This is an optimization exercise on Yosys and OpenROAD, whose aim is small area, not a production implementation.
In this exercise RTL edits were held to simulation tests only and were not proved equivalent to the original.
The clock port is modelled as an ideal driver; clocking choices that lean on that would not hold on a real chip.
Power is estimated from default activity; no workload was simulated.

// top_level
module top_level
#(
  parameter int unsigned DATA_ADDRS   = 2,
  parameter int unsigned WORD_BYTES   = 128,
  parameter int unsigned CLKS_PER_BIT = comms_pkg::CLKS_PER_BIT_DEFAULT
) (
  input  logic clk_100mhz,
  input  logic sys_rst,
  input  logic uart_rxd,
  output logic uart_txd
);
==> flow/config.mk <==
export PLATFORM = sky130hd
export DESIGN_NAME = top_level
export DESIGN_NICKNAME = top_level
export VERILOG_FILES = /design/flow/design.v
export SDC_FILE = /design/flow/constraint.sdc
export NUM_CORES = 4
export LEC_CHECK = 0
export CAP_MARGIN = 20
export CORE_MARGIN = 2
export CORE_UTILIZATION = 70
export PLACE_DENSITY = 0.8
export SLEW_MARGIN = 20
==> flow/constraint.sdc <==
create_clock -name core_clock -period 10.0 [get_ports {clk_100mhz}]
set_input_delay 2.0000 -clock core_clock [delete_from_list [all_inputs] [get_ports {clk_100mhz}]]
set_output_delay 2.0000 -clock core_clock [all_outputs]
set_load 0.01 [all_outputs]
standard.sh (not shown) runs the stock make flow with config.mk's settings and CLKGATE_MAP_FILE= SYNTH_SCRIPT=/design/flow/synth_recipe.tcl, a recipe that flattens the netlist after the stock synthesis.
==> flow/flow/run.sh <==
#!/bin/bash
# Standard layout, with clock tree synthesis options of our own.
export CTS_ARGS="-sink_clustering_enable -repair_clock_nets -buf_list {sky130_fd_sc_hd__clkbuf_2 sky130_fd_sc_hd__clkbuf_8} -sink_clustering_buffer sky130_fd_sc_hd__clkbuf_8 -tree_buf sky130_fd_sc_hd__clkbuf_2 -root_buf sky130_fd_sc_hd__clkbuf_8 -sink_clustering_size 21 -sink_clustering_max_diameter 60 -dont_use_dummy_load"
bash standard.sh > flow_standard.log 2>&1
Rerun with:
==> flow/flow/run.sh (replaced) <==
#!/bin/bash
# Standard layout, with clock tree synthesis options of our own.
export CTS_ARGS="-sink_clustering_enable -repair_clock_nets -buf_list {sky130_fd_sc_hd__clkbuf_2 sky130_fd_sc_hd__clkbuf_8} -sink_clustering_buffer sky130_fd_sc_hd__clkbuf_8 -tree_buf sky130_fd_sc_hd__clkbuf_2 -root_buf sky130_fd_sc_hd__clkbuf_16 -sink_clustering_size 18 -sink_clustering_max_diameter 60 -dont_use_dummy_load"
bash standard.sh > flow_standard.log 2>&1
Effect: Wire length increases by 0.35%. Utilization grows by 0.36 points. Maximum frequency decreases by 1.3%. Synthesized cell count is unchanged. Final cell count increases by 0.85%. Design area goes up by 0.48%. Sequential share of layout area falls by 0.43 points. Flip-flop and latch count is unchanged.
Rerun with:
==> flow/flow/run.sh (replaced) <==
#!/bin/bash
# Standard layout, with clock tree synthesis options of our own.
export CTS_ARGS="-sink_clustering_enable -repair_clock_nets -buf_list {sky130_fd_sc_hd__clkbuf_2 sky130_fd_sc_hd__clkbuf_8} -sink_clustering_buffer sky130_fd_sc_hd__clkbuf_8 -tree_buf sky130_fd_sc_hd__clkbuf_2 -root_buf sky130_fd_sc_hd__clkbuf_8 -sink_clustering_size 21 -sink_clustering_max_diameter 55 -dont_use_dummy_load"
bash standard.sh > flow_standard.log 2>&1
=>
- worst setup slack is better by 0.068 ns
- clock power drops by a few percent
- routed wire length hardly moves
- die area does not change
- count of clock-buffer cells in the layout goes down by 24
- synthesized cell count stays the same
- non-clock buffer count stays the same
- via count goes down slightly
- power goes down slightly
- utilization decreases by 0.33 points
- critical path depth does not change
Rerun with:
==> flow/flow/run.sh (replaced) <==
#!/bin/bash
# Standard layout, with clock tree synthesis options of our own.
export CTS_ARGS="-sink_clustering_enable -repair_clock_nets -buf_list {sky130_fd_sc_hd__clkbuf_4 sky130_fd_sc_hd__clkbuf_8} -sink_clustering_buffer sky130_fd_sc_hd__clkbuf_8 -tree_buf sky130_fd_sc_hd__clkbuf_4 -root_buf sky130_fd_sc_hd__clkbuf_16 -sink_clustering_size 18 -sink_clustering_max_diameter 60 -dont_use_dummy_load"
bash standard.sh > flow_standard.log 2>&1
What happened: Maximum frequency hardly moves; power rose by 1.5%; sequential power hardly moves; global-route usage went up by 0.11 points; hold slack loses 0.068 ns; non-clock buffer count does not change.


## old
Another version of the RTL of top_level (not shown whole).
For scale: roughly 2,100 flip-flops, about 4 I/O pins, roughly 0.045 mm2 of cells after synthesis.
clock: 10.0 ns
lec_check: 0
cap_margin: 20
core_margin: 2
core_utilization: 70
cts_cluster_diameter: 100
cts_cluster_size: 30
place_density: 0.8
slew_margin: 20
run.sh (not shown) runs the stock make flow with config.mk's settings and CLKGATE_MAP_FILE= SYNTH_SCRIPT=/design/flow/synth_recipe.tcl, a recipe that flattens the netlist after the stock synthesis.
Stock flow here: none of the scripts above is used.
diff inputs: old => new
Settings: swapping 70 for 40 in CORE_UTILIZATION; clearing CTS_CLUSTER_SIZE, which used to be 30; clearing CTS_CLUSTER_DIAMETER, which used to be 100; clearing PLACE_DENSITY, which used to be 0.8.
### Flow results
The final reports for new and old show total power consumption of the routed design higher in the former.
Going from old to new, y dimension of the die has increased; final design instance area without fill saw an increase; switching fraction of total power ~0 delta; timing-limited maximum frequency shrank by 1.9 MHz.
Compared with old, total length of routed wires in new decreased by more than 10%.
old has a higher first-iteration DRC count than new.
Looking at time the final worst path needs with I/O delays and setup across both flows, new is the weaker of the two, with old ahead.
In the flow results for old and new, the post-place instance area is smaller on old.
The higher met1 wire length of old and new is in old.
As of new, peak ir drop on the vdd network had fallen by a little under 10% compared to old.


run A:
top_level, a different RTL version from the one above (not shown whole).
For scale: ~2400 cells after synthesis, about 4 I/O pins.
## top_level
module top_level
#(
  parameter int unsigned DATA_ADDRS   = 2,
  parameter int unsigned WORD_BYTES   = 128,
  parameter int unsigned CLKS_PER_BIT = comms_pkg::CLKS_PER_BIT_DEFAULT
) (
  input  logic clk_100mhz,
  input  logic sys_rst,
  input  logic uart_rxd,
  output logic uart_txd
);
  localparam int unsigned     SlotW   = comms_pkg::idx_width(WORD_BYTES);
  localparam int unsigned     CntW    = 5;
  logic [7:0] rx_byte;
  logic       rx_valid;
  uart_rx #(
    .CLKS_PER_BIT(CLKS_PER_BIT)
  ) u_uart_rx (
    .clk_i       (clk_100mhz),
    .rst_ni      (sys_rst),
    .rxd_i       (uart_rxd),
    .byte_o      (rx_byte),
    .byte_valid_o(rx_valid)
  );
  localparam logic [SlotW-1:0] SlotLast = 7'h40;
  function automatic logic [SlotW-1:0] lfsr_step(input logic [SlotW-1:0] s);
    lfsr_step = {s[SlotW-2:0], s[SlotW-1] ^ s[SlotW-2] ^ (s[SlotW-2:0] == '0)};
  endfunction
  logic [WORD_BYTES-1:0] ring_q [2*8];
  logic [SlotW-1:0]      slot_q;      
  comms_pkg::ctrl_state_e state_q;
  logic [SlotW:0]   idx_q;
  logic             pend_q;       
  logic             valid_q;      
  logic [CntW-1:0]  tx_cnt_q;
  logic [3:0]       tx_pos_q;
  logic [7:0]       buf_q;        
  logic             txd_q;
  logic             hit_cur_q;    
  logic             hit_prev;     
  logic [SlotW-1:0] slot_step;
  logic [SlotW-1:0] idx_step;
  logic [7:0]       tap;
  always_comb begin
    hit_prev  = (slot_q == idx_q[SlotW-1:0]);
    slot_step = lfsr_step(slot_q);
    idx_step  = lfsr_step(idx_q[SlotW-1:0]);
    for (int b = 0; b < 8; b++) begin
      tap[b] = idx_q[SlotW] ? ring_q[8+b][WORD_BYTES-1] : ring_q[b][WORD_BYTES-1];
    end
  end
  always_ff @(posedge clk_100mhz) begin
    for (int w = 0; w < 2; w++) begin
      for (int b = 0; b < 8; b++) begin
        ring_q[w*8+b] <= {ring_q[w*8+b][WORD_BYTES-2:0],
                          (pend_q && hit_cur_q && (idx_q[SlotW] == w[0])) ? buf_q[b]
                                                                         : ring_q[w*8+b][WORD_BYTES-1]};
      end
    end
  end
  always_ff @(posedge clk_100mhz or negedge sys_rst) begin
    if (!sys_rst) begin
  ...
Settings: LEC_CHECK=0, CAP_MARGIN=20, CORE_MARGIN=2, CORE_UTILIZATION=60, PLACE_DENSITY=0.9, SLEW_MARGIN=20; clock period 10.0 ns.
standard.sh (not shown) runs the stock make flow with config.mk's settings and CLKGATE_MAP_FILE= SYNTH_SCRIPT=/design/flow/synth_recipe.tcl, a recipe that flattens the netlist after the stock synthesis.
==> flow/flow/run.sh <==
#!/bin/bash
# Standard layout, with clock tree synthesis options of our own.
export CTS_ARGS="-sink_clustering_enable -repair_clock_nets -buf_list sky130_fd_sc_hd__clkbuf_8 -root_buf sky130_fd_sc_hd__clkbuf_16 -sink_clustering_size 18 -sink_clustering_max_diameter 40 -dont_use_dummy_load"
bash standard.sh > flow_standard.log 2>&1
Relative to run A, the following input files were edited for run B:
- PLACE_DENSITY: 0.9 -> 0.8
- CORE_UTILIZATION: 60 -> 70
==> flow/flow/run.sh <==
#!/bin/bash
# Standard layout, with clock tree synthesis options of our own and a post-CTS step that
# upsizes the clock buffers whose flip-flop pins would see too slow a clock edge.
export CTS_ARGS="-sink_clustering_enable -repair_clock_nets -buf_list sky130_fd_sc_hd__clkbuf_8 -root_buf sky130_fd_sc_hd__clkbuf_16 -sink_clustering_size 24 -sink_clustering_max_diameter 55 -dont_use_dummy_load"
export POST_CTS_TCL="$PWD/flow/fix_clk.tcl"
export FIX_CLK_SLEW=0.112
bash standard.sh > flow_standard.log 2>&1
==> flow/flow/fix_clk.tcl (new file) <==
# After clock tree synthesis: upsize each clock buffer whose flip-flop clock pins would see a
# slew above FIX_CLK_SLEW (ns, placement-estimated parasitics) to the strongest clock buffer,
# then legalize the placement again.
set fix_limit $::env(FIX_CLK_SLEW)
set fix_big sky130_fd_sc_hd__clkbuf_16
for {set pass 0} {$pass < 2} {incr pass} {
  estimate_parasitics -placement
  set fix_n 0
  foreach b [get_cells -filter "ref_name =~ sky130_fd_sc_hd__clkbuf_*"] {
    if {[get_property $b ref_name] == $fix_big} { continue }
    set y [get_pins -of_objects $b -filter "direction == output"]
    set mx 0
    foreach p [get_pins -of_objects [get_nets -of_objects $y] -filter "direction == input"] {
      if {![string match */CLK [get_full_name $p]]} { continue }
      set s [get_property $p slew_max]
      if {$s > $mx} { set mx $s }
    }
    if {$mx > $fix_limit} {
      puts "fix_clk: [get_full_name $b] slew $mx -> $fix_big"
      replace_cell $b $fix_big
      incr fix_n
    }
  }
  puts "fix_clk: pass $pass upsized $fix_n"
  if {$fix_n == 0} { break }
  detailed_placement
}
check_placement -verbose
estimate_parasitics -placement
[summary]
- Looking at the reports, run B completed the entire flow and the layout it produced met the timing, DRC and antenna checks.
- Run B ended up with a higher design area than run A did.
- Routed wire length was higher in the run labelled run B.
- Run A → run B: total power draw now larger, total stage count of the critical path ~0 delta, tapcell count now sits lower, logic gate share of total power went up by 0.2 points.
- Delta (run B minus run A): sum of met2 wire segment lengths after detailed routing up 29%, placeable core area has decreased.
--- input diff run B..run C ---
==> flow/flow/run.sh <==
#!/bin/bash
# Standard layout, with clock tree synthesis options of our own.
export CTS_ARGS="-sink_clustering_enable -repair_clock_nets -buf_list sky130_fd_sc_hd__clkbuf_8 -root_buf sky130_fd_sc_hd__clkbuf_16 -sink_clustering_size 18 -sink_clustering_max_diameter 45 -dont_use_dummy_load"
bash standard.sh > flow_standard.log 2>&1
removed: flow/flow/fix_clk.tcl
[summary]
- As far as initial cell density of the core goes, run B and run C are indistinguishable; the numbers are identical.
- [compare] base=run B new=run C: worst setup slack increased 0.021 ns; total length of routed met3 wires has decreased.
- Diff run C..run B | share of synthesized cell area in full adder, half adder and majority cells | unchanged
- Between run C and run B, it is run C whose number of cell instances on the worst register-to-register path is lower, by 1.
- Run C vs run B: clock share of power down in run C
- Run C against run B: met2 routing resource usage after global routing now smaller, cell area lost 0.93%, clock-buffer cell count has increased.
- Average routed wire per standard cell was lower in the run labelled run C.
- Met3 demand-to-capacity share in global routing essentially unchanged between run C and run B.

[port drivers added, routing unchanged]
The results above use ideal ports. As a check the final layouts listed here were re-extracted and re-timed, cells and wires unchanged. Step 1, drivers: a clkbuf_16 drives clk_100mhz and a buf_2 each remaining input, both assumed. Step 2 moves the port delays by t, midway between the first and last clock arrival at a register: inputs arrive t later, outputs are due t later. That takes back most of the time a late clock gives input paths. Slacks: ideal ports / drivers / drivers and shift; pairs: ideal ports / drivers.
run | t (ns) | setup WS [ns] | slew at the worst register clock pin (ns) | worst data-port slew with drivers (ns) | pins driven straight from the clock port
the first run of note 1 | 0.753 | 6.316 / 6.257 / 7.011 | 0.12 / 0.12 | 0.03 | 1
the second run of note 1 | 0.833 | 6.269 / 6.207 / 7.040 | 0.11 / 0.11 | 0.03 | 1
the third run of note 1 | 0.737 | 6.336 / 6.275 / 7.012 | 0.12 / 0.12 | 0.03 | 1
the fourth run of note 1 | 0.739 | 6.334 / 6.274 / 7.012 | 0.11 / 0.11 | 0.03 | 1
old | 0.718 | 6.212 / 6.152 / 6.870 | 0.12 / 0.12 | 0.04 | 1
new | 0.796 | 6.185 / 6.123 / 6.919 | 0.07 / 0.07 | 0.07 | 1
run A | 0.695 | 6.364 / 6.308 / 7.002 | 0.11 / 0.11 | 0.03 | 1
run B | 0.712 | 6.282 / 6.215 / 6.926 | 0.12 / 0.12 | 0.04 | 1
run C | 0.694 | 6.303 / 6.241 / 6.935 | 0.11 / 0.11 | 0.03 | 1
After both steps setup and hold are still met in every run listed.
